What follows belongs to an exercise in optimizing a design on an open flow for small area; a production flow would make more cautious choices. Only simulation tests tie the RTL to the original design; equivalence was not proved. Power and IR drop assume default switching activity.

File: flow/flow/run.sh
#!/bin/bash
# The standard layout (standard.sh: standard synthesis, floorplan, place,
# CTS, route, finish) with one change: the buffers that buffer_ports puts on
# every input and output port are the smallest buffer cell, buf_1, in place
# of the delay buffer it picks by default. The make output goes to
# standard.log here; ORFS's per-step logs stay under orfs/logs/.
set -uo pipefail
bash standard.sh "BUFFER_PORTS_ARGS=-buffer_cell sky130_fd_sc_hd__buf_1" finish > standard.log 2>&1
status=$?
tail -n 40 standard.log
exit $status
File: flow/standard.sh
#!/bin/bash
# synth_recipe.tcl (not shown) runs the flow's synth.tcl, then flattens the netlist and writes it again
# the make line also repeats each setting of config.mk as NAME=value (left out here)
make -C /OpenROAD-flow-scripts/flow DESIGN_CONFIG=/design/flow/config.mk WORK_HOME=/design/flow/orfs CLKGATE_MAP_FILE= SYNTH_SCRIPT=/design/flow/synth_recipe.tcl "${@:-finish}"
File: flow/config.mk
export PLATFORM = sky130hd
export DESIGN_NAME = ia_loader_top
export DESIGN_NICKNAME = ia_loader_top
export VERILOG_FILES = /design/flow/design.v
export SDC_FILE = /design/flow/constraint.sdc
export NUM_CORES = 4
export LEC_CHECK = 0
export ABC_AREA = 1
export CAP_MARGIN = 10
export CORE_MARGIN = 2
export CORE_UTILIZATION = 74
export CTS_BUF_LIST = sky130_fd_sc_hd__clkbuf_8
export CTS_CLUSTER_DIAMETER = 60
export CTS_CLUSTER_SIZE = 18
export PLACE_DENSITY = 0.8
export SLEW_MARGIN = 10
File: flow/constraint.sdc
create_clock -name core_clock -period 12.0 [get_ports {clk}]
set_input_delay 2.4000 -clock core_clock [delete_from_list [all_inputs] [get_ports {clk}]]
set_output_delay 2.4000 -clock core_clock [all_outputs]
set_load 0.01 [all_outputs]
File: flow/design.v
`timescale 1ns/1ps
package icb_pkg;
    localparam int ADDR_W         = 32;
    localparam int BUS_W          = 32;
    localparam int BYTES_PER_BEAT = BUS_W / 8;
    typedef struct packed {
        logic              valid;
        logic [ADDR_W-1:0] addr;
        logic [7:0]        len;
    } icb_cmd_t;
    typedef struct packed {
        logic             valid;
        logic [BUS_W-1:0] rdata;
    } icb_rsp_t;
endpackage
`timescale 1ns/1ps
package ia_pkg;
    localparam int REG_W = 32;
    typedef logic signed [15:0] elem_t;    
    typedef struct packed {
        logic [REG_W-1:0]        k;           
        logic [REG_W-1:0]        n;           
        logic [REG_W-1:0]        m;           
        logic [REG_W-1:0]        base;        
        logic [REG_W-1:0]        stride;      
        logic signed [REG_W-1:0] zp;          
        logic                    use_16bits;  
    } ia_cfg_t;
    typedef struct packed {
        logic [REG_W-1:0] row_tiles;   
        logic [REG_W-1:0] col_tiles;   
        logic [REG_W-1:0] loops;       
        logic [REG_W-1:0] last_rows;   
    } tile_geom_t;
endpackage
`timescale 1ns/1ps
module ia_loader_top (
    input  logic          clk,
    input  logic          rst_n,
    input  logic          init_cfg,
    input  logic [31:0]   cfg_k,
    input  logic [31:0]   cfg_n,
    input  logic [31:0]   cfg_m,
    input  logic [31:0]   cfg_base,
    input  logic [31:0]   cfg_stride,
    input  logic [31:0]   cfg_zp,
    input  logic          cfg_use_16bits,
    input  logic          cmd_ready,
    input  logic          rsp_valid,
    input  logic [31:0]   rsp_rdata,
    input  logic          send_ia_trigger,
    output logic          cmd_valid,
    output logic [31:0]   cmd_addr,
    output logic [7:0]    cmd_len,
    output logic          rsp_ready,
    output logic [255:0]  ia_out,
    output logic          ia_row_valid,
    output logic          ia_is_init_data,
    output logic          ia_calc_done,
    output logic          ia_sending_done,
    output logic          ia_data_valid,
    output logic          busy
);
    logic        start_q;       
    logic        busy_q;        
    logic        cmd_valid_q;
    logic        kick_q;        
    logic        dv_q;          
    logic        send_q;        
    logic        sh_q;          
    logic [2:0]  beat_q;        
    logic [3:0]  rc_q;          
    logic [3:0]  cc_q;          
    logic        use16_q;
    logic [16:0] zp_q;          
    logic [31:0] stride_q;
    logic [7:0]  ctm1_q;        
    logic [7:0]  lm1_q;         
    logic [3:0]  olast_q;       
    logic [7:0]  tc_q;          
    logic [7:0]  lp_q;          
    logic [7:0]  tr_q;          
    logic [31:0] addr_q;        
    function automatic logic [32:0] rca(input logic [31:0] a, input logic [31:0] b,
                                        input logic ci);
        logic c;
        c = ci;
        for (int i = 0; i < 32; i++) begin
            rca[i] = a[i] ^ b[i] ^ c;
            c      = (a[i] & b[i]) | (c & (a[i] ^ b[i]));
        end
        rca[32] = c;
    endfunction
    logic        accept, hs, cmd_hs;
    logic        last_row_t, last_col, last_loop, last_all;
    logic [3:0]  oeff, tm1;
    logic        last_beat, rc_last, cc_last, tile_loaded, rows_done;
    assign accept     = init_cfg && !busy_q && !start_q;
    assign hs         = rsp_valid && busy_q;
    assign cmd_hs     = cmd_valid_q && cmd_ready;
    assign last_row_t = tr_q == 8'd0;
    assign last_col   = tc_q == ctm1_q;
    assign last_loop  = lp_q == 8'd0;
    assign last_all   = last_row_t && last_loop && last_col;
    assign oeff       = last_row_t ? olast_q : 4'd0;
    assign tm1        = ~oeff;                       
    assign last_beat  = beat_q == {use16_q, 2'b11};
    assign rc_last    = rc_q == tm1;
    assign cc_last    = cc_q == tm1;
    assign tile_loaded = hs && last_beat && rc_last;
    assign rows_done  = send_q && rc_last;
    always_ff @(posedge clk or negedge rst_n) begin
        if (!rst_n) begin
            start_q     <= 1'b0;
            busy_q      <= 1'b0;
            cmd_valid_q <= 1'b0;
            kick_q      <= 1'b0;
            dv_q        <= 1'b0;
            send_q      <= 1'b0;
            sh_q        <= 1'b0;
            beat_q      <= '0;
            rc_q        <= '0;
            cc_q        <= '0;
        end else begin
            start_q <= accept;
            kick_q  <= rows_done && !last_all;
            if (start_q)
                busy_q <= 1'b1;
            else if (rows_done && last_all)
                busy_q <= 1'b0;
            if (start_q || kick_q)
                cmd_valid_q <= 1'b1;
            else if (cmd_hs && cc_last)
                cmd_valid_q <= 1'b0;
            if (cmd_hs)
                cc_q <= cc_last ? 4'd0 : 4'(rca(32'(cc_q), 32'd0, 1'b1));
            if (hs)
                beat_q <= last_beat ? 3'd0 : 3'(rca(32'(beat_q), 32'd0, 1'b1));
            if ((hs && last_beat) || send_q)
                rc_q <= rc_last ? 4'd0 : 4'(rca(32'(rc_q), 32'd0, 1'b1));
            if (tile_loaded)
                dv_q <= 1'b1;
            else if (send_ia_trigger)
                dv_q <= 1'b0;
            send_q <= (send_ia_trigger && dv_q) || (send_q && !rc_last);
            sh_q   <= tile_loaded && oeff[0];
        end
    end
    logic        zp_fits;
    logic [16:0] zp_c;
    logic [7:0]  k_t, n_t, m_t;
    logic        back, first_t;
    logic [8:0]  ct_off;
    logic [31:0] stride_x, tile_b;
    logic [27:0] tile_sum;
    logic [20:0] lo_sum;
    logic [11:0] hi_sum0, hi_sum1;
    logic [31:0] addr_next;
    assign zp_fits = cfg_zp[31:16] == {16{cfg_zp[16]}};
    assign zp_c    = zp_fits ? cfg_zp[16:0] : (cfg_zp[31] ? 17'h10000 : 17'h0ffff);
    assign k_t     = 8'(rca(32'(cfg_k[11:4]), 32'hff, |cfg_k[3:0]));
    assign n_t     = 8'(rca(32'(cfg_n[11:4]), 32'hff, |cfg_n[3:0]));
    assign m_t     = 8'(rca(32'(cfg_m[11:4]), 32'hff, |cfg_m[3:0]));
    assign back      = send_q && !(last_col && last_loop);
    assign stride_x  = stride_q ^ {32{back}};
    assign lo_sum    = 21'(rca(32'(addr_q[19:0]), 32'(stride_x[19:0]), back));
    assign hi_sum0   = 12'(rca(32'(addr_q[31:20]), 32'(stride_x[31:20]), 1'b0));
    assign hi_sum1   = 12'(rca(32'(hi_sum0), 32'd0, 1'b1));
    assign addr_next = {lo_sum[20] ? hi_sum1 : hi_sum0, lo_sum[19:0]};
    assign first_t   = tc_q == 8'd0;
    assign ct_off    = use16_q ? {ctm1_q, 1'b0} : {1'b0, ctm1_q};
    assign tile_b    = first_t ? ~(32'(ct_off)) : {30'd0, use16_q, !use16_q};
    assign tile_sum  = 28'(rca(32'(addr_q[31:4]), tile_b, first_t));
    always_ff @(posedge clk) begin
        if (accept) begin
            use16_q  <= cfg_use_16bits;
            zp_q     <= zp_c;
            stride_q <= cfg_stride;
            ctm1_q   <= n_t;
            lm1_q    <= m_t;
            olast_q  <= 4'(rca(32'(~cfg_k[3:0]), 32'd0, 1'b1));
            tc_q     <= 8'd0;
            lp_q     <= m_t;
            tr_q     <= k_t;
        end else if (rows_done) begin
            tc_q <= last_col ? 8'd0 : 8'(rca(32'(tc_q), 32'd0, 1'b1));
            if (last_col) begin
                lp_q <= last_loop ? lm1_q : 8'(rca(32'(lp_q), 32'hff, 1'b0));
                if (last_loop)
                    tr_q <= 8'(rca(32'(tr_q), 32'hff, 1'b0));
            end
        end
    end
    always_ff @(posedge clk) begin
        if (accept)
            addr_q <= cfg_base;
        else if (kick_q)
            addr_q[31:4] <= tile_sum;
        else if (cmd_hs || back)
            addr_q <= addr_next;
    end
    function automatic logic [15:0] sat16(input logic [17:0] s);
        if (s[17:15] == 3'b000 || s[17:15] == 3'b111)
            sat16 = s[15:0];
        else
            sat16 = s[17] ? 16'h8000 : 16'h7fff;
    endfunction
    logic [15:0] v0, v1;
    logic [15:0] s0, s1, s2, s3;
    logic [15:0] wl [4];
    assign v0   = use16_q ? rsp_rdata[15:0]  : {{8{rsp_rdata[7]}},  rsp_rdata[7:0]};
    assign v1   = use16_q ? rsp_rdata[31:16] : {{8{rsp_rdata[15]}}, rsp_rdata[15:8]};
    assign s0   = sat16(18'(rca({{16{v0[15]}}, v0}, {{15{zp_q[16]}}, zp_q}, 1'b0)));
    assign s1   = sat16(18'(rca({{16{v1[15]}}, v1}, {{15{zp_q[16]}}, zp_q}, 1'b0)));
    assign s2   = sat16(18'(rca({{24{rsp_rdata[23]}}, rsp_rdata[23:16]}, {{15{zp_q[16]}}, zp_q}, 1'b0)));
    assign s3   = sat16(18'(rca({{24{rsp_rdata[31]}}, rsp_rdata[31:24]}, {{15{zp_q[16]}}, zp_q}, 1'b0)));
    assign wl[0] = s0;
    assign wl[1] = s1;
    assign wl[2] = use16_q ? s0 : s2;
    assign wl[3] = use16_q ? s1 : s3;
    logic [15:0][255:0] st_q;
    logic [15:0]        col_en;
    logic               ent7;          
    assign ent7 = oeff[3];
    genvar c, r;
    generate
        for (c = 0; c < 16; c++) begin : g_col
            assign col_en[c] = send_q || sh_q ||
                               (hs && (use16_q ? beat_q == 3'(c >> 1)
                                               : beat_q[1:0] == 2'(c >> 2)));
            for (r = 0; r < 16; r++) begin : g_row
                always_ff @(posedge clk) begin
                    if (col_en[c]) begin
                        if (r == 15)
                            st_q[r][16*c +: 16] <= wl[c % 4];
                        else if (r == 7)
                            st_q[r][16*c +: 16] <= ent7 ? wl[c % 4] : st_q[r+1][16*c +: 16];
                        else
                            st_q[r][16*c +: 16] <= st_q[r+1][16*c +: 16];
                    end
                end
            end
        end
    endgenerate
    always_comb begin
        case (oeff[2:1])
            2'd0:    ia_out = st_q[0];
            2'd1:    ia_out = st_q[2];
            2'd2:    ia_out = st_q[4];
            default: ia_out = st_q[6];
        endcase
    end
    assign cmd_valid       = cmd_valid_q;
    assign cmd_addr        = addr_q;
    assign cmd_len         = {5'd0, use16_q, 2'b11};
    assign rsp_ready       = busy_q;
    assign ia_row_valid    = send_q;
    assign ia_is_init_data = send_q && first_t;
    assign ia_calc_done    = send_q && last_col;
    assign ia_sending_done = rows_done;
    assign ia_data_valid   = dv_q;
    assign busy            = busy_q;
endmodule
==> results of run 1 <==
-- cell usage in the layout (no fill, tap or decap), types with 38 or more instances in the layout --
| master | netlist | final |
|---|---|---|
| sky130_fd_sc_hd__nor2_1 | 40 | 38 |
| sky130_fd_sc_hd__fa_1 | 120 | 104 |
| sky130_fd_sc_hd__o21ai_0 | 67 | 53 |
| sky130_fd_sc_hd__nand4_1 | 270 | 270 |
| sky130_fd_sc_hd__buf_4 | 10 | 99 |
| sky130_fd_sc_hd__inv_1 | 169 | 178 |
| sky130_fd_sc_hd__buf_1 | 6 | 467 |
| sky130_fd_sc_hd__ha_1 | 68 | 68 |
| sky130_fd_sc_hd__clkbuf_8 | 0 | 302 |
| sky130_fd_sc_hd__edfxtp_1 | 4214 | 4214 |
| sky130_fd_sc_hd__nand2_1 | 1853 | 1852 |
| sky130_fd_sc_hd__a21oi_1 | 43 | 43 |
-- final timing paths --
path,to,depth (start not counted)
setup reg to reg,addr_q[31]$_DFFE_PP_,43
min in group asynchronous,beat_q[0]$_DFFE_PN0P_,2
max in group asynchronous,cc_q[1]$_DFFE_PN0P_,2
hold / removal,st_q[2625]$_DFFE_PP_,0
hold reg to reg,st_q[2625]$_DFFE_PP_,0
setup / recovery,addr_q[31]$_DFFE_PP_,43
-- kinds of logic after synthesis --
group                      count (synthesis)  share of synthesized area, %
DFF                                     4240                          89.0
and+or+nand+nor                         2227                          6.45
buffers and inverters                    377                          1.13
AOI/OAI and AO/OA                        190                         0.800
adders and majority gates                188                          2.28
xor gates and xnor gates                  49                         0.300
muxes                                      7                        0.0490
other                                      2                       0.00526
-- where the power goes --
group	total [W]	switching (W)	internal (W)
clock network	0.00640	0.00403	0.00237
logic	0.00627	0.00488	0.00139
registers	0.0282	0.00230	0.0259
total	0.0409	0.0112	0.0297
-- worst reg2reg max path, delay by kind of cell (launching register included) --
family / cells / cell delay, ns
flip-flops: 1 / 0.34
AO/OA/AOI/OAI: 4 / 0.49
XOR/XNOR: 1 / 0.16
adder cells (fa/ha/maj): 28 / 9.72
buffers and inverters: 6 / 0.46
AND/OR/NAND/NOR: 4 / 0.29
-- layer usage --
metal	GRT usage, %	routed length (um)	up-vias
li1	-	-	28100
met1	38.9	107000	32000
met2	43.1	128000	2807
met3	4.09	18200	455
met4	9.47	9300	22
met5	0	140	-
-- stage by stage --
stage                     hold slack, ns  setup slack [ns]  utilization [%]  total power, W  cells
final                              0.383             0.324             79.4          0.0409  10500
after global routing               0.379            0.0341             79.4          0.0427  10500
after CTS                          0.383            0.0176             79.4          0.0412  10500
after detailed placement           0.405            -0.520             77.1          0.0348  10200
after global placement             0.400            -0.499             77.1          0.0339  10200
after floorplan                    0.400             -4.77                -          0.0340   7285
-- registers in the layout, indices dropped and copies added, names as in the netlist, 3 cells and up --
name      cells
zp_q         17
stride_q     32
olast_q       4
rc_q          4
tr_q          8
lp_q          8
lm1_q         8
cc_q          4
tc_q          8
beat_q        3
ctm1_q        8
st_q       4096
addr_q       32
-- final cells by class --
cell class	instances	area, um^2	area share (%)
repair buffers	584	2860	1.87
well taps	2526	3160	2.07
inverters	177	681	0.446
clock buffers	302	4160	2.72
diodes	13	32.5	0.0213
flip-flops and latches	4240	127000	83.3
multi-input cells	2668	14300	9.37
clock inverters	35	308	0.202
-- what timing repair did --
item                                    in CTS  in global routing
endpoints found under the setup margin       2                  2
resized for setup                           10                  9
pin swaps                                    0                  2
==> tab_implementation.tex, run 1 <==
\begin{tabular}{lr}
\hline
Metric & Value \\
\hline
\multicolumn{2}{l}{\textbf{Status}} \\
Outcome & complete, no violations \\
\multicolumn{2}{l}{\textbf{Timing}} \\
Number of endpoints with negative hold slack in the final report & 0 \\
Relative slew slack & between 10\% and 20\% \\
Worst-case clock skew & around 0.07 ns \\
Slew of the pin with the lowest slew margin & around 1.3 ns \\
Final Max Slew Viols & 0 \\
Upper clock frequency limit & approximately 86 MHz \\
Unrepaired setup endpoints after global routing & false \\
Final period util & a little over nine tenths \\
Total of endpoints with negative setup slack in the final report & 0 \\
Setup\_tns & 0 ns \\
Min cycle time layout & roughly 12 ns \\
\multicolumn{2}{l}{\textbf{Critical path}} \\
RR Startpoint & tc\_q[1]\$\_SDFFE\_PP0P\_ \\
Kind of cell adding the most delay to the critical path & adder cells \\
Cell with the largest stage delay on the worst path & sky130\_fd\_sc\_hd\_\_fa\_1 \\
Worst Path Buf+Inv & 6 \\
Largest fanout of any net on the critical path & 6 \\
CP startpoint & tc\_q[1]\$\_SDFFE\_PP0P\_ \\
Nature of the critical path endpoint & flop \\
Critical path type & reg -> reg \\
Setup slack of the most critical reg-to-reg path & 0.32 ns \\
Kind of start point of the critical path & flop \\
Critical Path Most Common Cell & sky130\_fd\_sc\_hd\_\_fa\_2 \\
Required time at the endpoint of the critical path & approximately 13 ns \\
Crit path DAT & 12.50 ns \\
Longest individual stage delay on the worst path & 0.40 ns \\
\multicolumn{2}{l}{\textbf{Global routing}} \\
Gr ovfl total & 0 \\
Maximum number of pins on one net before global-route repair & 193 \\
Number of global-route vias before repair & 63,900 \\
Initial antenna violation count & 23 \\
First-pass GRT wire length & approximately 390,000 um \\
Gr usage total & a little over a quarter \\
\multicolumn{2}{l}{\textbf{Layout}} \\
Summed area of non-filler cells in the final layout & 0.153 mm\^{}2 \\
Area Growth Syn to Fin & 6.83\% \\
Nets & roughly 8,400 \\
Layout fillers & 8,976 \\
Fraction of layout instances using a drive strength above 1 & between 6 and 7\% \\
\multicolumn{2}{l}{\textbf{Logic synthesis}} \\
Register area share after synthesis & between 80 and 90\% \\
Post-Syn Area & 0.143 mm\^{}2 \\
Synth top area cells & sky130\_fd\_sc\_hd\_\_edfxtp\_1 89\%, sky130\_fd\_sc\_hd\_\_nand2\_1 4.9\%, sky130\_fd\_sc\_hd\_\_fa\_1 1.7\% \\
Post-synth ARST share & less than 1\% \\
Cell count after synthesis & around 7,300 \\
Area share of the leading cell type in the synthesized netlist & roughly nine tenths \\
Number of flip-flops and latches in the synthesized netlist & approximately 4,200 \\
Top post-synthesis cells by count & 4,214 x sky130\_fd\_sc\_hd\_\_edfxtp\_1, 1,853 x sky130\_fd\_sc\_hd\_\_nand2\_1, 270 x sky130\_fd\_sc\_hd\_\_nand4\_1 \\
Largest area contributor in the netlist & sky130\_fd\_sc\_hd\_\_edfxtp\_1 \\
Cell with the most instances after synthesis & sky130\_fd\_sc\_hd\_\_edfxtp\_1 \\
Mean instance size in the synthesized netlist & 19.6 um\^{}2 \\
Number of different library cells in the post-synthesis netlist & 42 \\
Count of flip-flops with a built-in enable after synthesis & roughly 4,200 \\
Total of warnings raised by yosys & 2 \\
Dominant register cell in the synthesized netlist & sky130\_fd\_sc\_hd\_\_edfxtp\_1 \\
\multicolumn{2}{l}{\textbf{CTS}} \\
Cts hold-fix bufs & 0 \\
TritonCTS clock tree & yes \\
Count of clock tree sinks & $\sim$4,200 \\
CTS Buf Count & 293 \\
Clk pin slew, worst setup/hold paths & about 0.12 ns \\
Number of buffers on the longest clock path & 4 \\
H-tree lvl count & 5 \\
Clock insertion delay at the later pin of the skew report & approximately 1.1 ns \\
Total setup buffers inserted after CTS & 0 \\
Clock Tree Root & sky130\_fd\_sc\_hd\_\_clkbuf\_8 \\
\multicolumn{2}{l}{\textbf{Place}} \\
Last weighted congestion value of the routability-driven placer & between 0.8 and 0.9 \\
DPL Wire Length & 161,000 um \\
Area after detailed placement & approximately 0.15 mm\^{}2 \\
Port Buf Inserts & $\sim$470 \\
\multicolumn{2}{l}{\textbf{Pwr}} \\
Maximum VDD drop & about 0.00027 V \\
Power density over cell area & around 270 mW/mm\^{}2 \\
Static leakage & around 52 nW \\
\multicolumn{2}{l}{\textbf{Floorplanning}} \\
Initial Util & 74.4\% \\
Die extent in x & $\sim$440 um \\
Area of the die & 0.197 mm\^{}2 \\
Vertical extent of the die & between 400 and 500 um \\
Count of boundary I/O pins & 535 \\
Std cell rows & about 160 \\
Placeable Area & $\sim$0.19 mm\^{}2 \\
\multicolumn{2}{l}{\textbf{Flow run}} \\
Max\_cap viols & 0 \\
\multicolumn{2}{l}{\textbf{Drt}} \\
Number of search-and-repair iterations in the first detailed-routing pass & 6 \\
Final wirelength & approximately 260,000 um \\
DRT iter0 DRCs & 7,026 \\
Avg WL per Cell & between 20 and 25 um \\
Vias post-DR & between 60,000 and 70,000 \\
Post-detailed-route DRC marker count & 0 \\
Ratio of routed vias to standard cells & around 6.0 \\
Remaining antenna violation count & 0 \\
\multicolumn{2}{l}{\textbf{Min path}} \\
Hold path startpoint & st\_q[2881]\$\_DFFE\_PP\_ \\
Hold/Removal Path Class & reg -> reg \\
\hline
\end{tabular}
==> run 2: changes to the inputs <==
==> flow/flow/run.sh (replaced) <==
#!/bin/bash
# The standard layout (standard.sh: standard synthesis, floorplan, place,
# CTS, route, finish) with two changes: the buffers that buffer_ports puts on
# every input and output port are the smallest buffer cell, buf_1, in place
# of the delay buffer it picks by default; and after global routing,
# repair_timing -recover_power downsizes cells on paths with slack to spare.
# The make output goes to standard.log here; ORFS's per-step logs stay under
# orfs/logs/.
set -uo pipefail
bash standard.sh "BUFFER_PORTS_ARGS=-buffer_cell sky130_fd_sc_hd__buf_1" \
    RECOVER_POWER=100 finish > standard.log 2>&1
status=$?
tail -n 40 standard.log
exit $status
==> flow/config.mk (replaced) <==
export PLATFORM = sky130hd
export DESIGN_NAME = ia_loader_top
export DESIGN_NICKNAME = ia_loader_top
export VERILOG_FILES = /design/flow/design.v
export SDC_FILE = /design/flow/constraint.sdc
export NUM_CORES = 4
export LEC_CHECK = 0
export ABC_AREA = 1
export CAP_MARGIN = 20
export CORE_MARGIN = 2
export CORE_UTILIZATION = 70
export CTS_BUF_LIST = sky130_fd_sc_hd__clkbuf_8
export CTS_CLUSTER_DIAMETER = 50
export CTS_CLUSTER_SIZE = 16
export PLACE_DENSITY = 0.78
export SLEW_MARGIN = 20
==> run 2 against run 1 <==
  * Now fails the layout checks on capacitance limit, slew limit
  * Core utilization decreased by 3.7 points
  * Synthesized cell count unchanged
  * Register-to-register slack improved by 0.07 ns
  * Synthesized area unchanged
  * Design area increased by 0.46%
==> tab_implementation.tex, run 2 <==
\begin{tabular}{lr}
\hline
Metric & Value \\
\hline
\multicolumn{2}{l}{\textbf{Status}} \\
Outcome & complete, but fails checks \\
Layout Check Fail Reasons & capacitance limit, slew limit \\
\multicolumn{2}{l}{\textbf{Global routing}} \\
First-pass GRT wire length & $\sim$390,000 um \\
Gr usage total & around 25\% \\
Maximum number of pins on one net before global-route repair & 207 \\
Initial antenna violation count & 33 \\
Gr ovfl total & 0 \\
Number of global-route vias before repair & approximately 63,000 \\
\multicolumn{2}{l}{\textbf{Drt}} \\
DRT iter0 DRCs & a little over 7,000 \\
Avg WL per Cell & 24.3 um \\
Ratio of routed vias to standard cells & just under 6 \\
Remaining antenna violation count & 0 \\
Number of search-and-repair iterations in the first detailed-routing pass & 6 \\
Post-detailed-route DRC marker count & 0 \\
Vias post-DR & roughly 63,000 \\
Final wirelength & between 200,000 and 300,000 um \\
\multicolumn{2}{l}{\textbf{Timing}} \\
Slew of the pin with the lowest slew margin & around 9.8 ns \\
Final period util & 96.7\% \\
Worst setup slack after layout & between 0.3 and 0.4 ns \\
Total of endpoints with negative setup slack in the final report & 0 \\
Final Max Slew Viols & 3,562 \\
Upper clock frequency limit & around 86 MHz \\
Worst-case clock skew & between 0.06 and 0.07 ns \\
Relative slew slack & -555\% \\
Number of endpoints with negative hold slack in the final report & 0 \\
Fin Hold WS & approximately 0.38 ns \\
Min cycle time layout & between 10 and 15 ns \\
\multicolumn{2}{l}{\textbf{Layout}} \\
Fraction of layout instances using a drive strength above 1 & under 10\% \\
Summed area of non-filler cells in the final layout & roughly 0.15 mm\^{}2 \\
Most flop-heavy register & st\_q \\
Flip-flop count of the largest register after layout & slightly above 4,000 \\
Nets & approximately 8,400 \\
Registers with the highest flip-flop counts & st\_q: 4096 flops, addr\_q: 32 flops, stride\_q: 32 flops \\
Highest-count cells in the layout ignoring fill and taps & 4,214 x sky130\_fd\_sc\_hd\_\_edfxtp\_1, 1,856 x sky130\_fd\_sc\_hd\_\_nand2\_1, 455 x sky130\_fd\_sc\_hd\_\_buf\_1 \\
Area Growth Syn to Fin & 7.32\% \\
Layout Utilization & about three quarters \\
Leading cell type in the layout, fill and taps excluded & sky130\_fd\_sc\_hd\_\_edfxtp\_1 \\
\multicolumn{2}{l}{\textbf{Logic synthesis}} \\
Cell with the most instances after synthesis & sky130\_fd\_sc\_hd\_\_edfxtp\_1 \\
Largest area contributor in the netlist & sky130\_fd\_sc\_hd\_\_edfxtp\_1 \\
Number of flip-flops and latches in the synthesized netlist & approximately 4,200 \\
Post-Syn Area & about 0.14 mm\^{}2 \\
Number of different library cells in the post-synthesis netlist & 42 \\
Register area share after synthesis & between 80\% and 90\% \\
Top post-synthesis cells by count & 4,214 x sky130\_fd\_sc\_hd\_\_edfxtp\_1, 1,853 x sky130\_fd\_sc\_hd\_\_nand2\_1, 270 x sky130\_fd\_sc\_hd\_\_nand4\_1 \\
Count of flip-flops with a built-in enable after synthesis & approximately 4,200 \\
Cell count after synthesis & $\sim$7,300 \\
Post-synth ARST share & less than 1\% \\
Synth top area cells & sky130\_fd\_sc\_hd\_\_edfxtp\_1 89\%, sky130\_fd\_sc\_hd\_\_nand2\_1 4.9\%, sky130\_fd\_sc\_hd\_\_fa\_1 1.7\% \\
Mean instance size in the synthesized netlist & 19.6 um\^{}2 \\
Dominant register cell in the synthesized netlist & sky130\_fd\_sc\_hd\_\_edfxtp\_1 \\
Area share of the leading cell type in the synthesized netlist & 88.6\% \\
Total of warnings raised by yosys & 2 \\
\multicolumn{2}{l}{\textbf{Pwr}} \\
Maximum VDD drop & 0.000317 V \\
Clk network pwr share & between 15 and 20\% \\
Internal & 0.0307 W \\
Net load switching power & between 0.01 and 0.015 W \\
Largest power group & sequential cells \\
Power density over cell area & roughly 270 mW/mm\^{}2 \\
Switching share of power & 26.9\% \\
Static leakage & 52.4 nW \\
Power in the clock group & around 0.0071 W \\
Seq pwr share & between 60\% and 70\% \\
Total combinational power & just over 0.006 W \\
Sequential Power & $\sim$0.029 W \\
Combinational group share of total power & $\sim$15\% \\
Tot Pwr & 0.0420 W \\
\multicolumn{2}{l}{\textbf{CTS}} \\
H-tree lvl count & 5 \\
Count of clock tree sinks & 4,240 \\
TritonCTS clock tree & yes \\
Number of buffers on the longest clock path & 4 \\
Clock Tree Root & sky130\_fd\_sc\_hd\_\_clkbuf\_8 \\
CTS Buf Count & around 340 \\
Clk pin slew, worst setup/hold paths & 0.09 ns \\
Cts hold-fix bufs & 0 \\
Clock insertion delay at the later pin of the skew report & $\sim$1.1 ns \\
Total setup buffers inserted after CTS & 0 \\
\multicolumn{2}{l}{\textbf{Critical path}} \\
Reg2reg end & addr\_q[31]\$\_DFFE\_PP\_ \\
RR Startpoint & tc\_q[0]\$\_SDFFE\_PP0P\_ \\
Depth of the worst register-to-register path & 42 \\
Worst Path Buf+Inv & 5 \\
Number of stages on the worst setup path & 42 \\
Critical path type & reg -> reg \\
Kind of start point of the critical path & flop \\
Required time at the endpoint of the critical path & $\sim$13 ns \\
Kind of cell adding the most delay to the critical path & adder cells \\
Longest individual stage delay on the worst path & 0.42 ns \\
Nature of the critical path endpoint & flop \\
Timing endpoint of the critical path & addr\_q[31]\$\_DFFE\_PP\_ \\
Critical Path Most Common Cell & sky130\_fd\_sc\_hd\_\_fa\_2 \\
Cell with the largest stage delay on the worst path & sky130\_fd\_sc\_hd\_\_fa\_2 \\
Crit path DAT & approximately 12 ns \\
Setup slack of the most critical reg-to-reg path & 0.39 ns \\
CP startpoint & tc\_q[0]\$\_SDFFE\_PP0P\_ \\
Largest fanout of any net on the critical path & 4 \\
\multicolumn{2}{l}{\textbf{Place}} \\
DPL Wire Length & 158,000 um \\
Last weighted congestion value of the routability-driven placer & $\sim$0.89 \\
Area after detailed placement & 0.148 mm\^{}2 \\
Port Buf Inserts & about 470 \\
Pre-CTS setup slack & -0.355 ns \\
\multicolumn{2}{l}{\textbf{Flow run}} \\
Max\_cap viols & 37 \\
\multicolumn{2}{l}{\textbf{Min path}} \\
Hold/Removal Path Class & reg -> reg \\
Hold Path End & st\_q[1271]\$\_DFFE\_PP\_ \\
Cell depth of the worst min-delay path & 0 \\
Hold path startpoint & st\_q[1527]\$\_DFFE\_PP\_ \\
\multicolumn{2}{l}{\textbf{Floorplanning}} \\
Count of boundary I/O pins & roughly 540 \\
Die extent in x & 456 um \\
Std cell rows & approximately 170 \\
Placeable Area & roughly 0.20 mm\^{}2 \\
Vertical extent of the die & 456 um \\
Area of the die & roughly 0.21 mm\^{}2 \\
Initial Util & between 70\% and 80\% \\
\hline
\end{tabular}
[run 2: cells by family (layout without fill, tap and decap cells)]
| kind of cell | after synthesis | count (layout) | synth area share, % |
|---|---|---|---|
| flops | 4240 | 4240 | 89.0 |
| simple gates | 2227 | 2227 | 6.45 |
| buf+inv | 377 | 1174 | 1.13 |
| compound gates | 190 | 190 | 0.800 |
| fa+ha+maj | 188 | 188 | 2.28 |
| xor+xnor | 49 | 49 | 0.300 |
| mux | 7 | 7 | 0.0490 |
| other cells | 2 | 22 | 0.00526 |
[run 2: power groups by stage]
stage,clock network [W],logic [W],registers [W]
after floorplan,0,0.00377,0.0303
after global placement,0,0.00610,0.0278
after detailed placement,0,0.00633,0.0284
after CTS,0.00726,0.00634,0.0282
[run 2: final cells by class]
class / count / area [um^2]
multi-input combinational: 2668 / 14200
sequential: 4240 / 127000
inverter: 177 / 676
clock inverter: 69 / 712
timing repair buffer: 583 / 2480
antenna: 15 / 37.5
fill: 10500 / 49200
clock buffer: 345 / 4750
tap: 2672 / 3340
[run 2: what timing repair did]
item,in CTS,in global routing
pin swaps,1,4
endpoints found under the hold margin,0,0
gates resized for setup,8,12
endpoints found under the setup margin,2,2
gates cloned,0,0
[run 2: worst max path at each step]
| stage | startpoint | endpoint |
|---|---|---|
| detailed placement | tc_q[0]$_SDFFE_PP0P_ | addr_q[31]$_DFFE_PP_ |
| global placement | tc_q[0]$_SDFFE_PP0P_ | addr_q[31]$_DFFE_PP_ |
| floorplan | rsp_valid | st_q[1216]$_DFFE_PP_ |
| CTS | tc_q[1]$_SDFFE_PP0P_ | addr_q[31]$_DFFE_PP_ |
[run 2: stage by stage]
stage,instances,setup TNS [ns]
floorplan,7285,-
global placement,10300,-0.451
detailed placement,10300,-0.422
CTS,10800,0
global route,10800,-0.000879
finish,10800,0
[run 2: per-layer routing]
metal  track usage (%)  wire, um  vias up
met1              36.6    110000    32100
met4              9.14      9290       32
li1                  -         -    28300
met2              39.3    126000     2487
met5                 0       199        -
met3              4.06     16600      506
==> run 3: changes to the inputs <==
--- a/flow/config.mk
+++ b/flow/config.mk
@@ -9,8 +9,8 @@
 export CAP_MARGIN = 20
 export CORE_MARGIN = 2
-export CORE_UTILIZATION = 70
+export CORE_UTILIZATION = 80
 export CTS_BUF_LIST = sky130_fd_sc_hd__clkbuf_8
 export CTS_CLUSTER_DIAMETER = 50
 export CTS_CLUSTER_SIZE = 16
-export PLACE_DENSITY = 0.78
+export PLACE_DENSITY = 0.88
 export SLEW_MARGIN = 20
==> run 3 against run 2 <==
  * The run now fails in detailed placement
  * Synthesized area unchanged
  * Synthesized cell count stayed put
==> tab_implementation.tex, run 3 <==
\begin{tabular}{lr}
\hline
Metric & Value \\
\hline
\multicolumn{2}{l}{\textbf{Floorplanning}} \\
Count of boundary I/O pins & between 500 and 600 \\
Std cell rows & approximately 160 \\
Vertical extent of the die & roughly 430 um \\
Initial Util & between 80 and 90\% \\
Die extent in x & 427 um \\
\multicolumn{2}{l}{\textbf{Logic synthesis}} \\
Cell with the most instances after synthesis & sky130\_fd\_sc\_hd\_\_edfxtp\_1 \\
Post-synth ARST share & less than 1\% \\
Number of flip-flops and latches in the synthesized netlist & between 4,000 and 5,000 \\
Count of flip-flops with a built-in enable after synthesis & 4,214 \\
Mean instance size in the synthesized netlist & 19.6 um\^{}2 \\
Post-Syn Area & between 0.1 and 0.15 mm\^{}2 \\
Total of warnings raised by yosys & 2 \\
Register area share after synthesis & slightly below 90\% \\
Largest area contributor in the netlist & sky130\_fd\_sc\_hd\_\_edfxtp\_1 \\
Top post-synthesis cells by count & 4,214 x sky130\_fd\_sc\_hd\_\_edfxtp\_1, 1,853 x sky130\_fd\_sc\_hd\_\_nand2\_1, 270 x sky130\_fd\_sc\_hd\_\_nand4\_1 \\
Area share of the leading cell type in the synthesized netlist & 88.6\% \\
Cell count after synthesis & 7,280 \\
Number of different library cells in the post-synthesis netlist & 42 \\
Dominant register cell in the synthesized netlist & sky130\_fd\_sc\_hd\_\_edfxtp\_1 \\
Synth top area cells & sky130\_fd\_sc\_hd\_\_edfxtp\_1 89\%, sky130\_fd\_sc\_hd\_\_nand2\_1 4.9\%, sky130\_fd\_sc\_hd\_\_fa\_1 1.7\% \\
\multicolumn{2}{l}{\textbf{Place}} \\
Port Buf Inserts & approximately 470 \\
DPL Wire Length & around 200,000 um \\
Last weighted congestion value of the routability-driven placer & between 0.8 and 0.9 \\
\multicolumn{2}{l}{\textbf{Status}} \\
Outcome & aborted with a tool error \\
Error message & [ERROR DPL-0033] detailed placement checks failed during check placement. \\
Halt Stage & detailed placement \\
\hline
\end{tabular}
[run 3: cell counts after synthesis]
Identical to the previous run, type by type.
[run 3: cells by family after synthesis]
| group | count (synthesis) | share of synthesized area [%] |
|---|---|---|
| AO/OA/AOI/OAI | 190 | 0.800 |
| XOR/XNOR | 49 | 0.300 |
| adder cells (fa/ha/maj) | 188 | 2.28 |
| buffers and inverters | 377 | 1.13 |
| flip-flops | 4240 | 89.0 |
| multiplexers | 7 | 0.0490 |
| other | 2 | 0.00526 |
| AND/OR/NAND/NOR | 2227 | 6.45 |
[run 3: power by group through the flow]
stage	clock [W]	sequential, W	combinational, W
2_1_floorplan	0	0.0303	0.00377
3_3_place_gp	0	0.0278	0.00605
[run 3: worst min-delay path by stage]
stage / cells past startpoint / slack [ns] / from / end
floorplan: 0 / 0.40 / st_q[256]$_DFFE_PP_ / st_q[0]$_DFFE_PP_
global placement: 0 / 0.40 / st_q[3853]$_DFFE_PP_ / st_q[3597]$_DFFE_PP_
[run 3: per-stage QoR]
stage | setup slack, ns | area (um^2) | power (W)
floorplan | -4.77 | 143000 | 0.0340
global placement | -0.389 | 148000 | 0.0338
==> run 4: changes to the inputs <==
==> flow/run.sh (new file) <==
#!/bin/bash
# synth_recipe.tcl (not shown) runs the flow's synth.tcl, then flattens the netlist and writes it again
# the make line also repeats each setting of config.mk as NAME=value (left out here)
make -C /OpenROAD-flow-scripts/flow DESIGN_CONFIG=/design/flow/config.mk WORK_HOME=/design/flow/orfs CLKGATE_MAP_FILE= SYNTH_SCRIPT=/design/flow/synth_recipe.tcl finish
--- a/flow/config.mk
+++ b/flow/config.mk
@@ -9,8 +9,8 @@
 export CAP_MARGIN = 20
 export CORE_MARGIN = 2
-export CORE_UTILIZATION = 80
+export CORE_UTILIZATION = 70
 export CTS_BUF_LIST = sky130_fd_sc_hd__clkbuf_8
 export CTS_CLUSTER_DIAMETER = 50
 export CTS_CLUSTER_SIZE = 16
-export PLACE_DENSITY = 0.88
+export PLACE_DENSITY = 0.78
 export SLEW_MARGIN = 20
removed: flow/flow/run.sh
removed: flow/standard.sh
==> run 4 against run 3 <==
  * The run now finishes clean
  * Synthesized cell count unchanged
  * Synthesized area is the same
==> tab_implementation.tex, run 4 <==
\begin{tabular}{lr}
\hline
Metric & Value \\
\hline
\multicolumn{2}{l}{\textbf{Critical path}} \\
CP startpoint & tc\_q[6]\$\_SDFFE\_PP0P\_ \\
Cell with the largest stage delay on the worst path & sky130\_fd\_sc\_hd\_\_fa\_2 \\
Largest fanout of any net on the critical path & 5 \\
Kind of start point of the critical path & flop \\
Critical Path Most Common Cell & sky130\_fd\_sc\_hd\_\_fa\_2 \\
Reg2reg end & addr\_q[31]\$\_DFFE\_PP\_ \\
Setup slack of the most critical reg-to-reg path & $\sim$0.4 ns \\
Timing endpoint of the critical path & addr\_q[31]\$\_DFFE\_PP\_ \\
Required time at the endpoint of the critical path & about 13 ns \\
Nature of the critical path endpoint & flop \\
Longest individual stage delay on the worst path & between 0.4 and 0.5 ns \\
Critical path type & reg -> reg \\
Depth of the worst register-to-register path & 39 \\
Crit path DAT & between 10 and 15 ns \\
RR Startpoint & tc\_q[6]\$\_SDFFE\_PP0P\_ \\
\multicolumn{2}{l}{\textbf{Pwr}} \\
Tot Pwr & approximately 0.042 W \\
Maximum VDD drop & between 0.0002 and 0.0003 V \\
Static leakage & about 54 nW \\
Power density over cell area & 269 mW/mm\^{}2 \\
\multicolumn{2}{l}{\textbf{Layout}} \\
Highest-count cells in the layout ignoring fill and taps & 4,214 x sky130\_fd\_sc\_hd\_\_edfxtp\_1, 1,851 x sky130\_fd\_sc\_hd\_\_nand2\_1, 466 x sky130\_fd\_sc\_hd\_\_clkdlybuf4s50\_1 \\
Summed area of non-filler cells in the final layout & 0.157 mm\^{}2 \\
Leading cell type in the layout, fill and taps excluded & sky130\_fd\_sc\_hd\_\_edfxtp\_1 \\
Combined area of the multi-input logic cells & 0.0143 mm\^{}2 \\
Registers with the highest flip-flop counts & st\_q: 4096 flops, addr\_q: 32 flops, stride\_q: 32 flops \\
Nets & 8,432 \\
Flip-flop count of the largest register after layout & just over 4,000 \\
Most flop-heavy register & st\_q \\
Layout fillers & between 9,000 and 10,000 \\
Fraction of layout instances using a drive strength above 1 & approximately 7.2\% \\
Layout Utilization & between 70 and 80\% \\
Area Growth Syn to Fin & 9.76\% \\
Sequential standard cell area & 0.127 mm\^{}2 \\
\multicolumn{2}{l}{\textbf{Place}} \\
Pre-CTS setup slack & -0.474 ns \\
Last weighted congestion value of the routability-driven placer & slightly below 0.9 \\
DPL Wire Length & 160,000 um \\
Port Buf Inserts & around 470 \\
Area after detailed placement & around 0.15 mm\^{}2 \\
\multicolumn{2}{l}{\textbf{Timing}} \\
Worst-case clock skew & about 0.074 ns \\
Final period util & between 90\% and 100\% \\
Upper clock frequency limit & about 86 MHz \\
Relative slew slack & a little over a fifth \\
Unrepaired setup endpoints after global routing & false \\
Worst setup slack after layout & around 0.40 ns \\
Number of endpoints with negative hold slack in the final report & 0 \\
Total of endpoints with negative setup slack in the final report & 0 \\
Slew of the pin with the lowest slew margin & 1.17 ns \\
Final Max Slew Viols & 0 \\
Setup\_tns & 0 ns \\
Min cycle time layout & 11.60 ns \\
\multicolumn{2}{l}{\textbf{Min path}} \\
Hold/Removal Path Class & reg -> reg \\
Cell depth of the worst min-delay path & 0 \\
\multicolumn{2}{l}{\textbf{Logic synthesis}} \\
Cell with the most instances after synthesis & sky130\_fd\_sc\_hd\_\_edfxtp\_1 \\
Total of warnings raised by yosys & 2 \\
Cell count after synthesis & about 7,300 \\
Top post-synthesis cells by count & 4,214 x sky130\_fd\_sc\_hd\_\_edfxtp\_1, 1,853 x sky130\_fd\_sc\_hd\_\_nand2\_1, 270 x sky130\_fd\_sc\_hd\_\_nand4\_1 \\
Area share of the leading cell type in the synthesized netlist & 88.6\% \\
Number of flip-flops and latches in the synthesized netlist & roughly 4,200 \\
Number of different library cells in the post-synthesis netlist & 42 \\
Dominant register cell in the synthesized netlist & sky130\_fd\_sc\_hd\_\_edfxtp\_1 \\
Mean instance size in the synthesized netlist & roughly 20 um\^{}2 \\
Register area share after synthesis & 89.0\% \\
Synth top area cells & sky130\_fd\_sc\_hd\_\_edfxtp\_1 89\%, sky130\_fd\_sc\_hd\_\_nand2\_1 4.9\%, sky130\_fd\_sc\_hd\_\_fa\_1 1.7\% \\
Post-synth ARST share & less than 1\% \\
Largest area contributor in the netlist & sky130\_fd\_sc\_hd\_\_edfxtp\_1 \\
Count of flip-flops with a built-in enable after synthesis & 4,214 \\
Post-Syn Area & roughly 0.14 mm\^{}2 \\
\multicolumn{2}{l}{\textbf{Global routing}} \\
Gr ovfl total & 0 \\
Gr usage total & between 20\% and 30\% \\
Maximum number of pins on one net before global-route repair & 188 \\
Initial antenna violation count & 34 \\
Number of global-route vias before repair & approximately 64,000 \\
First-pass GRT wire length & between 300,000 and 400,000 um \\
\multicolumn{2}{l}{\textbf{Drt}} \\
Ratio of routed vias to standard cells & around 5.9 \\
Post-detailed-route DRC marker count & 0 \\
Met1 wire length & approximately 110,000 um \\
DRT iter0 DRCs & 7,185 \\
Vias post-DR & approximately 63,000 \\
Avg WL per Cell & about 24 um \\
Number of search-and-repair iterations in the first detailed-routing pass & 6 \\
Detailed route wirelength on metal3 & roughly 17,000 um \\
Final wirelength & around 260,000 um \\
Detailed route wirelength on metal2 & between 100,000 and 150,000 um \\
Remaining antenna violation count & 0 \\
Top routing layer in use & met5 \\
\multicolumn{2}{l}{\textbf{CTS}} \\
H-tree lvl count & 5 \\
Clk pin slew, worst setup/hold paths & about 0.090 ns \\
Number of buffers on the longest clock path & 4 \\
CTS Buf Count & roughly 340 \\
Clock insertion delay at the later pin of the skew report & between 1 and 1.5 ns \\
Clock Tree Root & sky130\_fd\_sc\_hd\_\_clkbuf\_8 \\
Cts hold-fix bufs & 0 \\
Count of clock tree sinks & 4,240 \\
TritonCTS clock tree & yes \\
\multicolumn{2}{l}{\textbf{Floorplanning}} \\
Vertical extent of the die & between 400 and 500 um \\
Initial Util & a little over two thirds \\
Area of the die & a little over 0.2 mm\^{}2 \\
Placeable Area & approximately 0.20 mm\^{}2 \\
Die extent in x & between 400 and 500 um \\
Count of boundary I/O pins & 535 \\
Std cell rows & roughly 170 \\
\multicolumn{2}{l}{\textbf{Flow run}} \\
Max\_cap viols & 0 \\
\multicolumn{2}{l}{\textbf{Status}} \\
Outcome & complete, no violations \\
\hline
\end{tabular}
[run 4: cell counts after synthesis]
Identical to the previous run, type by type.
[run 4: what timing repair did]
item | 4_1_cts | 5_1_grt
pin swaps | 3 | 3
cloned | 0 | 0
gates resized for setup | 14 | 10
setup endpoints to repair | 2 | 2
endpoints found under the hold margin | 0 | 0
buffers inserted | 0 | 0
[run 4: power by group]
| part | switching, W | internal (W) | total [W] |
|---|---|---|---|
| Clock | 0.00422 | 0.00289 | 0.00711 |
| Sequential | 0.00224 | 0.0259 | 0.0282 |
| Combinational | 0.00488 | 0.00198 | 0.00686 |
[run 4: critical path: cells and delay by family (launching register included)]
kind / cells / cell delay [ns]
fa+ha+maj: 27 / 9.55
simple gates: 3 / 0.46
buf+inv: 5 / 0.45
compound gates: 3 / 0.33
flops: 1 / 0.32
xor+xnor: 1 / 0.17
[run 4: kinds of logic after synthesis]
group,share of synthesized area [%]
adders and majority gates,2.28
other,0.00526
and+or+nand+nor,6.45
muxes,0.0490
buffers and inverters,1.13
AOI/OAI and AO/OA,0.800
xor gates and xnor gates,0.300
DFF,89.0
[run 4: area by class of cell]
cell class	count	share of cell area (%)
clock inverters	68	0.452
flip-flops and latches	4240	81.1
diodes	12	0.0191
inverters	177	0.435
repair buffers	589	3.71
clock buffers	346	3.04
well taps	2672	2.13
multi-input cells	2668	9.14
[run 4: worst min-delay path by stage]
| stage | from | to | slack [ns] |
|---|---|---|---|
| 2_1_floorplan | st_q[256]$_DFFE_PP_ | st_q[0]$_DFFE_PP_ | 0.40 |
| 3_3_place_gp | st_q[3175]$_DFFE_PP_ | st_q[2919]$_DFFE_PP_ | 0.40 |
| 3_5_place_dp | st_q[1316]$_DFFE_PP_ | st_q[1060]$_DFFE_PP_ | 0.40 |
| 4_1_cts | st_q[4042]$_DFFE_PP_ | st_q[3786]$_DFFE_PP_ | 0.39 |
| 5_1_grt | st_q[3208]$_DFFE_PP_ | st_q[2952]$_DFFE_PP_ | 0.41 |
| 6_report | st_q[3640]$_DFFE_PP_ | st_q[3384]$_DFFE_PP_ | 0.39 |
[run 4: metal layers]
metal | vias to the layer above | GRT usage, %
li1 | 28300 | -
met1 | 31900 | 37.0
met2 | 2575 | 40.1
met3 | 439 | 3.96
met4 | 32 | 8.71
met5 | - | 0
[run 4: stage by stage]
step / std cells / hold WS, ns
floorplan: 7285 / 0.400
global placement: 10300 / 0.400
detailed placement: 10300 / 0.405
CTS: 10800 / 0.394
global route: 10800 / 0.407
finish: 10800 / 0.391

-- static timing again, ports no longer ideal --
The flow's constraints put no driver on any port. The routed layouts listed below were extracted and timed again, unchanged, in two steps.
Step 1 (the two cells are an assumption about what drives the block):
set clk [get_ports {clk}]
set_driving_cell -lib_cell sky130_fd_sc_hd__clkbuf_16 $clk
set_driving_cell -lib_cell sky130_fd_sc_hd__buf_2 [delete_from_list [all_inputs] $clk]
Step 2, shift: input delay + t, output delay - t, t = (earliest + latest rising clock arrival at the registers) / 2. This alone moves slack from input paths to output paths.
Slacks: no drivers / after step 1 / after step 2; pairs: no drivers / after step 1.
| run | t, ns | setup WS [ns] | hold slack, ns |
|---|---|---|---|
| run 1 | 1.131 | 0.324 / 0.324 / 0.324 | 0.383 / 0.383 / 0.383 |
| run 2 | 1.135 | 0.393 / 0.393 / -0.627 | 0.381 / 0.381 / 0.381 |
| run 4 | 1.115 | 0.396 / 0.396 / 0.396 | 0.391 / 0.391 / 0.391 |
For run 2, which loses most, drivers alone change the setup slack by 0.000 ns; drivers and shift together by -1.020 ns.
